Source: an optimization exercise on an open RTL-to-GDS flow (aim: small area). Production flows keep margins and buffers that such runs may drop. Function was checked by simulation only, so behaviour that the tests miss may differ from the original. The flow treats the clock pin as an ideal source. Dropping or thinning the clock tree relies on that and would not hold on a real chip. Power is estimated from default activity; no workload was simulated.

== oak ==
==> flow/design.v <==
`timescale 1ns/1ps
package sadPkg;
        localparam int ApbAddrWidth = 8;
        localparam int ApbDataWidth = 32;
        localparam int FrameIndexWidth = 8;
        localparam int NumElems = 16;
        typedef logic [ApbAddrWidth-1:0] apbAddrT;
        typedef logic [ApbDataWidth-1:0] apbDataT;
        typedef logic [FrameIndexWidth-1:0] frameIndexT;
        typedef enum logic [1:0] {
                kindNone         = 2'd0,
                kindFrameLoad    = 2'd1,
                kindFrameCompute = 2'd2,
                kindWindowLoad   = 2'd3
        } loadKindT;
        localparam apbAddrT AddrCmd = 8'h00;
        localparam apbAddrT AddrElem = 8'h04;
        localparam apbAddrT AddrCount = 8'h08;
        localparam apbAddrT AddrLast = 8'h0C;
        localparam apbAddrT AddrBest = 8'h10;
        localparam apbAddrT AddrBestIdx = 8'h14;
endpackage
`timescale 1ns/1ps
module sadApbControl #(
        parameter int ElemWidth = 8
) (
        input  logic Clk,
        input  logic rst,
        input  logic psel,
        input  logic penable,
        input  logic pwrite,
        input  sadPkg::apbAddrT paddr,
        input  sadPkg::apbDataT pwdata,
        output sadPkg::apbDataT prdata,
        input  logic [ElemWidth+3:0] lastSad,
        input  logic [ElemWidth+3:0] bestSad,
        input  sadPkg::frameIndexT bestIdx,
        input  sadPkg::frameIndexT resultCount,
        output logic elemTransfer,
        output logic elemWrite,
        output logic windowLoad,
        output logic computeStart,
        output logic countWrite,
        output logic [3:0] stagePtr
);
        logic wrEn;
        logic cmdWrite;
        assign wrEn = psel & penable & pwrite;
        assign elemTransfer = psel && pwrite && (paddr == sadPkg::AddrElem);
        assign cmdWrite = wrEn && (paddr == sadPkg::AddrCmd);
        assign elemWrite = elemTransfer && penable;
        assign countWrite = wrEn && (paddr == sadPkg::AddrCount);
        assign windowLoad = cmdWrite && (pwdata[1:0] == sadPkg::kindWindowLoad);
        assign computeStart = cmdWrite && (pwdata[1:0] == sadPkg::kindFrameCompute);
        always_ff @(posedge Clk) begin
                if (rst) begin
                        stagePtr <= '0;
                end else if (cmdWrite) begin
                        stagePtr <= '0;
                end else if (elemWrite) begin
                        stagePtr <= stagePtr + 1'b1;
                end
        end
        always_comb begin
                case (paddr)
                        sadPkg::AddrCount: prdata = sadPkg::ApbDataWidth'(resultCount);
                        sadPkg::AddrLast: prdata = sadPkg::ApbDataWidth'(lastSad);
                        sadPkg::AddrBest: prdata = sadPkg::ApbDataWidth'(bestSad);
                        sadPkg::AddrBestIdx: prdata = sadPkg::ApbDataWidth'(bestIdx);
                        default: prdata = '0;
                endcase
        end
endmodule
`timescale 1ns/1ps
module sadVectorCapture #(
        parameter int ElemWidth = 8
) (
        input  logic Clk,
        input  logic rst,
        input  logic elemTransfer,
        input  logic elemWrite,
        input  logic [3:0] stagePtr,
        input  logic [ElemWidth-1:0] elemData,
        input  logic windowLoad,
        input  logic [1:0] lane,
        input  logic idle,
        output logic [1:0] phase,
        output logic [ElemWidth-1:0] stageElem,
        output logic [ElemWidth-1:0] windowElem
);
        logic [ElemWidth-1:0] stageMem [16];
        logic [ElemWidth-1:0] windowMem [16];
        logic [ElemWidth-1:0] heldData;
        logic [1:0] heldAge;
        logic [3:0] heldPtr;
        logic copyWait;
        logic copying;
        logic busWrite;
        logic heldWrite;
        logic [1:0] insLane;
        logic [ElemWidth-1:0] insData;
        always_ff @(posedge Clk) begin
                if (rst) begin
                        phase <= '0;
                end else begin
                        phase <= phase + 1'b1;
                end
        end
        always_ff @(posedge Clk) begin
                if (elemWrite) begin
                        heldData <= elemData;
                end
                heldAge <= {heldAge[0], elemWrite};
        end
        assign heldPtr = stagePtr - 1'b1;
        assign busWrite = elemTransfer && (stagePtr[1:0] == phase);
        assign heldWrite = (|heldAge) && (heldPtr[1:0] == phase);
        assign insLane = busWrite ? stagePtr[3:2] : heldPtr[3:2];
        assign insData = busWrite ? elemData : heldData;
        always_ff @(posedge Clk) begin
                if (rst) begin
                        copyWait <= 1'b0;
                        copying <= 1'b0;
                end else begin
                        copyWait <= (windowLoad || copyWait) && (phase != 2'd3);
                        if (phase == 2'd3) begin
                                copying <= windowLoad || copyWait;
                        end
                end
        end
        always_ff @(posedge Clk) begin
                for (int j = 0; j < 3; j++) begin
                        for (int l = 0; l < 4; l++) begin
                                stageMem[4*j + l] <= stageMem[4*(j + 1) + l];
                                windowMem[4*j + l] <= windowMem[4*(j + 1) + l];
                        end
                end
                for (int l = 0; l < 4; l++) begin
                        if ((busWrite || heldWrite) && (insLane == l)) begin
                                stageMem[12 + l] <= insData;
                        end else begin
                                stageMem[12 + l] <= stageMem[l];
                        end
                        if (copying) begin
                                windowMem[12 + l] <= stageMem[l];
                        end else begin
                                windowMem[12 + l] <= windowMem[l];
                        end
                end
        end
        assign stageElem = stageMem[lane];
        assign windowElem = (copying || idle) ? stageMem[lane] : windowMem[lane];
endmodule
`timescale 1ns/1ps
module sadDiffTree #(
        parameter int ElemWidth = 8
) (
        input  logic [ElemWidth-1:0] windowElem,
        input  logic [ElemWidth-1:0] stageElem,
        input  logic [ElemWidth+3:0] sumIn,
        output logic [ElemWidth+3:0] sumOut
);
        logic [ElemWidth-1:0] d;
        logic gt;
        logic [ElemWidth-1:0] mag;
        assign {gt, d} = {1'b0, windowElem} + {1'b0, ~stageElem};
        assign mag = d ^ {ElemWidth{~gt}};
        assign sumOut = sumIn + {4'd0, mag} + {{(ElemWidth+3){1'b0}}, gt};
endmodule
`timescale 1ns/1ps
module sadBestTracker #(
        parameter int ElemWidth = 8
) (
        input  logic Clk,
        input  logic rst,
        input  logic computeStart,
        input  logic clearBest,
        input  logic [ElemWidth+3:0] sumNext,
        input  logic [1:0] phase,
        output logic [1:0] lane,
        output logic idle,
        output logic [ElemWidth+3:0] lastSad,
        output logic [ElemWidth+3:0] bestSad,
        output sadPkg::frameIndexT bestIdx,
        output sadPkg::frameIndexT resultCount
);
        logic armed;
        logic busy;
        logic turnEnd;
        logic go;
        logic finish;
        assign turnEnd = (phase == 2'd3);
        assign go = (computeStart || armed) && turnEnd;
        assign idle = !busy;
        always_ff @(posedge Clk) begin
                if (rst) begin
                        armed <= 1'b0;
                        busy <= 1'b0;
                        finish <= 1'b0;
                        lane <= '0;
                end else begin
                        armed <= (computeStart || armed) && !turnEnd;
                        busy <= go || (busy && !(turnEnd && (lane == 2'd3)));
                        finish <= busy && turnEnd && (lane == 2'd3);
                        lane <= lane + 2'(busy && turnEnd);
                end
        end
        always_ff @(posedge Clk) begin
                if (rst || computeStart) begin
                        lastSad <= '0;
                end else begin
                        lastSad <= sumNext;
                end
        end
        always_ff @(posedge Clk) begin
                if (rst) begin
                        bestSad <= '1;
                        bestIdx <= '0;
                        resultCount <= '0;
                end else if (clearBest) begin
                        bestSad <= '1;
                        bestIdx <= '0;
                        resultCount <= '0;
                end else begin
                        resultCount <= resultCount + 8'(finish);
                        if (finish && (lastSad < bestSad)) begin
                                bestSad <= lastSad;
                                bestIdx <= resultCount;
                        end
                end
        end
endmodule
`timescale 1ns/1ps
module sadEngineTop #(
        parameter int ElemWidth = 8
) (
        input  logic Clk,
        input  logic rst,
        input  logic psel,
        input  logic penable,
        input  logic pwrite,
        input  sadPkg::apbAddrT paddr,
        input  sadPkg::apbDataT pwdata,
        output sadPkg::apbDataT prdata
);
        localparam int SumWidth = ElemWidth + 4;
        logic elemTransfer;
        logic elemWrite;
        logic windowLoad;
        logic computeStart;
        logic countWrite;
        logic [3:0] stagePtr;
        logic [1:0] lane;
        logic [1:0] phase;
        logic idle;
        logic [ElemWidth-1:0] stageElem;
        logic [ElemWidth-1:0] windowElem;
        logic [SumWidth-1:0] sumNext;
        logic [SumWidth-1:0] lastSad;
        logic [SumWidth-1:0] bestSad;
        sadPkg::frameIndexT bestIdx;
        sadPkg::frameIndexT resultCount;
        sadApbControl #(.ElemWidth(ElemWidth)) uControl (
                .Clk(Clk), .rst(rst),
                .psel(psel), .penable(penable), .pwrite(pwrite),
                .paddr(paddr), .pwdata(pwdata), .prdata(prdata),
                .lastSad(lastSad), .bestSad(bestSad),
                .bestIdx(bestIdx), .resultCount(resultCount),
                .elemTransfer(elemTransfer), .elemWrite(elemWrite),
                .windowLoad(windowLoad), .computeStart(computeStart),
                .countWrite(countWrite), .stagePtr(stagePtr)
        );
        sadVectorCapture #(.ElemWidth(ElemWidth)) uCapture (
                .Clk(Clk), .rst(rst),
                .elemTransfer(elemTransfer), .elemWrite(elemWrite),
                .stagePtr(stagePtr), .elemData(pwdata[ElemWidth-1:0]),
                .windowLoad(windowLoad),
                .lane(lane), .idle(idle), .phase(phase),
                .stageElem(stageElem), .windowElem(windowElem)
        );
        sadDiffTree #(.ElemWidth(ElemWidth)) uDiffTree (
                .windowElem(windowElem), .stageElem(stageElem),
                .sumIn(lastSad), .sumOut(sumNext)
        );
        sadBestTracker #(.ElemWidth(ElemWidth)) uTracker (
                .Clk(Clk), .rst(rst),
                .computeStart(computeStart), .clearBest(countWrite),
                .sumNext(sumNext), .phase(phase), .lane(lane), .idle(idle),
                .lastSad(lastSad), .bestSad(bestSad),
                .bestIdx(bestIdx), .resultCount(resultCount)
        );
endmodule
export LEC_CHECK = 0
export CAP_MARGIN = 20
export CORE_MARGIN = 2
export CORE_UTILIZATION = 40
export CTS_BUF_LIST = sky130_fd_sc_hd__clkbuf_16
export CTS_CLUSTER_DIAMETER = 120
export CTS_CLUSTER_SIZE = 30
export SLEW_MARGIN = 20
create_clock -name core_clock -period 5.0 [get_ports {Clk}]
standard.sh (not shown) runs the stock make flow with config.mk's settings and CLKGATE_MAP_FILE= SYNTH_SCRIPT=/design/flow/synth_recipe.tcl, a recipe that flattens the netlist after the stock synthesis.
==> flow/flow/run.sh <==
#!/bin/bash
# Own layout flow: the standard flow, with the synthesis's ABC technology
# mapping run on flow/abc.script instead of ORFS's speed script. Everything
# else (registers, flattening, renaming, floorplan to finish) is the standard.
# Each step's full output goes to a log file of its own in the work folder.
set -euo pipefail
W=$PWD

# The standard synthesis script, with the abc command taking our mapping script
{
  cat <<EOT
proc abc {args} {
  set i [lsearch -exact \$args -script]
  if {\$i >= 0} { set args [lreplace \$args \$i [expr {\$i + 1}] -script $W/flow/abc.script] }
  yosys abc {*}\$args
}
EOT
  cat "$W/synth_recipe.tcl"
} > "$W/flow_synth.tcl"

make -C "$FLOW_HOME" DESIGN_CONFIG="$W/config.mk" WORK_HOME="$W/orfs" CLKGATE_MAP_FILE= \
  SYNTH_SCRIPT="$W/flow_synth.tcl" synth > "$W/synth.log" 2>&1

# Floorplan to finish as the standard flow does it; writes out/final.def.
# Clock tree: the standard clustering, without dummy loads.
export CTS_ARGS="-sink_clustering_enable -repair_clock_nets -sink_clustering_size 32 -sink_clustering_max_diameter 100 -distance_between_buffers 400 -branching_point_buffers_distance 400 -buf_list sky130_fd_sc_hd__clkbuf_16 -dont_use_dummy_load"
# Constant outputs: keep synthesis's single tie cell rather than one per port
export SKIP_REPAIR_TIE_FANOUT=1
# Port buffers: the smallest buffer cell, one per port as the standard flow
export BUFFER_PORTS_ARGS="-buffer_cell sky130_fd_sc_hd__buf_1"
bash "$W/standard.sh" cts > "$W/layout_cts.log" 2>&1

# Clock tree: drop the middle level, so the root buffer drives the leaf
# buffers directly (the port still drives only the root)
CLKTRIM_DB="$W/orfs/results/sky130hd/sadEngineTop/base/4_cts.odb" \
  openroad -no_init -exit "$W/flow/clock_trim.tcl" > "$W/clock_trim.log" 2>&1

# Routing to finish
bash "$W/standard.sh" > "$W/layout.log" 2>&1
Other scripts of this flow, unchanged in this note and not shown: flow/flow/abc.script, flow/flow/clock_trim.tcl
Relative to oak, the following input files were edited for pine:
- putting PLACE_DENSITY at 0.7 where nothing was set
diff --git a/flow/flow/run.sh b/flow/flow/run.sh
--- a/flow/flow/run.sh
+++ b/flow/flow/run.sh
@@ -1,5 +1,10 @@
 #!/bin/bash
-# Own layout flow: the standard flow, with the synthesis's ABC technology
-# mapping run on flow/abc.script instead of ORFS's speed script. Everything
-# else (registers, flattening, renaming, floorplan to finish) is the standard.
+# Own layout flow: the standard flow (standard.sh, ORFS) with these changes:
+# * synthesis is the standard script, but ABC maps the logic with
+#   flow/abc.script (area-oriented) instead of ORFS's speed script; the
+#   registers, flattening and renaming are untouched;
+# * clock tree: clusters of up to 32 flip-flops within 100 um, clkbuf_16
+#   only, no dummy loads, and the tree's middle level removed afterwards;
+# * the constant outputs share synthesis's single tie cell;
+# * port buffers use the smallest buffer cell (one per port, as standard).
 # Each step's full output goes to a log file of its own in the work folder.
@@ -23,8 +28,6 @@
 
-# Floorplan to finish as the standard flow does it; writes out/final.def.
-# Clock tree: the standard clustering, without dummy loads.
+# Floorplan, placement and clock tree as the standard flow does them, with
+# the settings above
 export CTS_ARGS="-sink_clustering_enable -repair_clock_nets -sink_clustering_size 32 -sink_clustering_max_diameter 100 -distance_between_buffers 400 -branching_point_buffers_distance 400 -buf_list sky130_fd_sc_hd__clkbuf_16 -dont_use_dummy_load"
-# Constant outputs: keep synthesis's single tie cell rather than one per port
 export SKIP_REPAIR_TIE_FANOUT=1
-# Port buffers: the smallest buffer cell, one per port as the standard flow
 export BUFFER_PORTS_ARGS="-buffer_cell sky130_fd_sc_hd__buf_1"
@@ -37,3 +40,3 @@
 
-# Routing to finish
+# Routing to finish; standard.sh writes out/final.def
 bash "$W/standard.sh" > "$W/layout.log" 2>&1
## What came out
Per the final summary, pine finished and its layout is clean on timing, DRC and antenna. The post-layout total power of oak and that of pine are within noise of each other. | worst setup slack | lower: oak |. Diff oak -> pine: achievable clock frequency picked up an extra 3.1 MHz; wire length ~0 delta. Final critical-path share of the clock period: pine vs oak down 1.3 points. The non-clock buffer count of pine falls short of that of oak by about 4%. Per the comparison of pine with oak, cell area shows no meaningful change, critical path depth shows a reduction of 3.
The following lists how birch was set up differently from pine:
- clearing PLACE_DENSITY, which used to be 0.7
- swapping 40 for 55 in CORE_UTILIZATION
==> flow/flow/run.sh <==
#!/bin/bash
# Own layout flow: the standard flow, with the synthesis's ABC technology
# mapping run on flow/abc.script instead of ORFS's speed script. Everything
# else (registers, flattening, renaming, floorplan to finish) is the standard.
# Each step's full output goes to a log file of its own in the work folder.
set -euo pipefail
W=$PWD

# The standard synthesis script, with the abc command taking our mapping script
{
  cat <<EOT
proc abc {args} {
  set i [lsearch -exact \$args -script]
  if {\$i >= 0} { set args [lreplace \$args \$i [expr {\$i + 1}] -script $W/flow/abc.script] }
  yosys abc {*}\$args
}
EOT
  cat "$W/synth_recipe.tcl"
} > "$W/flow_synth.tcl"

make -C "$FLOW_HOME" DESIGN_CONFIG="$W/config.mk" WORK_HOME="$W/orfs" CLKGATE_MAP_FILE= \
  SYNTH_SCRIPT="$W/flow_synth.tcl" synth > "$W/synth.log" 2>&1

# Floorplan to finish as the standard flow does it; writes out/final.def.
# Clock tree: the standard clustering, without dummy loads.
export CTS_ARGS="-sink_clustering_enable -repair_clock_nets -sink_clustering_size 32 -sink_clustering_max_diameter 100 -distance_between_buffers 400 -branching_point_buffers_distance 400 -buf_list sky130_fd_sc_hd__clkbuf_16 -dont_use_dummy_load"
# Constant outputs: keep synthesis's single tie cell rather than one per port
export SKIP_REPAIR_TIE_FANOUT=1
# Port buffers: the smallest buffer cell, one per port as the standard flow
export BUFFER_PORTS_ARGS="-buffer_cell sky130_fd_sc_hd__buf_1"
bash "$W/standard.sh" cts > "$W/layout_cts.log" 2>&1

# Clock tree: drop the middle level, so the root buffer drives the leaf
# buffers directly (the port still drives only the root)
CLKTRIM_DB="$W/orfs/results/sky130hd/sadEngineTop/base/4_cts.odb" \
  openroad -no_init -exit "$W/flow/clock_trim.tcl" > "$W/clock_trim.log" 2>&1

# Routing to finish
bash "$W/standard.sh" > "$W/layout.log" 2>&1
### Flow results
Delta (birch minus pine): power higher; sequential share of cell area picked up an extra 0.55 points; clock skew saw an increase; die area down 27%. Against pine, birch comes in 2.1% higher on net load switching power. Between pine and birch, the difference in number of cells produced by synthesis is negligible. met1 global-route usage ends up higher on birch. Number of max-cap violations of birch is on par with pine. Comparing pine and birch, proportion of power drawn by flip-flops and latches is lower on birch.
The following lists how maple was set up differently from birch:
- a change of CORE_UTILIZATION from 55 to 40
- an added PLACE_DENSITY of 0.5
[summary]
- The area of the placeable core of maple was inferior to that of birch.
- Per the comparison of maple with birch, clock period minus final worst setup slack picked up an extra 0.013 ns; logic depth of the worst register-to-register path picked up an extra 1.
- Portion of total power attributed to the clock network: birch vs maple, no meaningful difference
- In maple, the global routing met3 resource utilization came out 0.63 points above the value in birch.
- On number of vias per cell: maple sits below birch.
- Going from birch to maple, the final worst-path cycle share was found to have gone up by 0.27 points.
- maple against birch: cell area now sits higher, instance count after placement with tap cells included has increased, share of cells above drive strength 1 held steady.

[separate check: timing with driven ports]
No port has a modelled driver above. Below, the same layouts with a new extraction and two added sets of constraints. Step 1 sets driving cells, clkbuf_16 on the clock port and buf_2 on the other inputs (assumed; they add their load-dependent delay and slew). Step 2 also shifts input and output timing later by t, the mid clock arrival at the registers, as if the neighbouring blocks saw the same clock. a / b / c = ideal ports / drivers / drivers and shift; a / b = the first two.
run | t (ns) | setup WS [ns] | cell pins on the clock port's net
oak | 0.468 | 0.442 / 0.442 / 0.442 | 1
pine | 0.461 | 0.506 / 0.506 / 0.506 | 1
birch | 0.462 | 0.435 / 0.435 / 0.435 | 1
maple | 0.472 | 0.422 / 0.422 / 0.422 | 1
After both steps setup and hold are still met in every run listed.
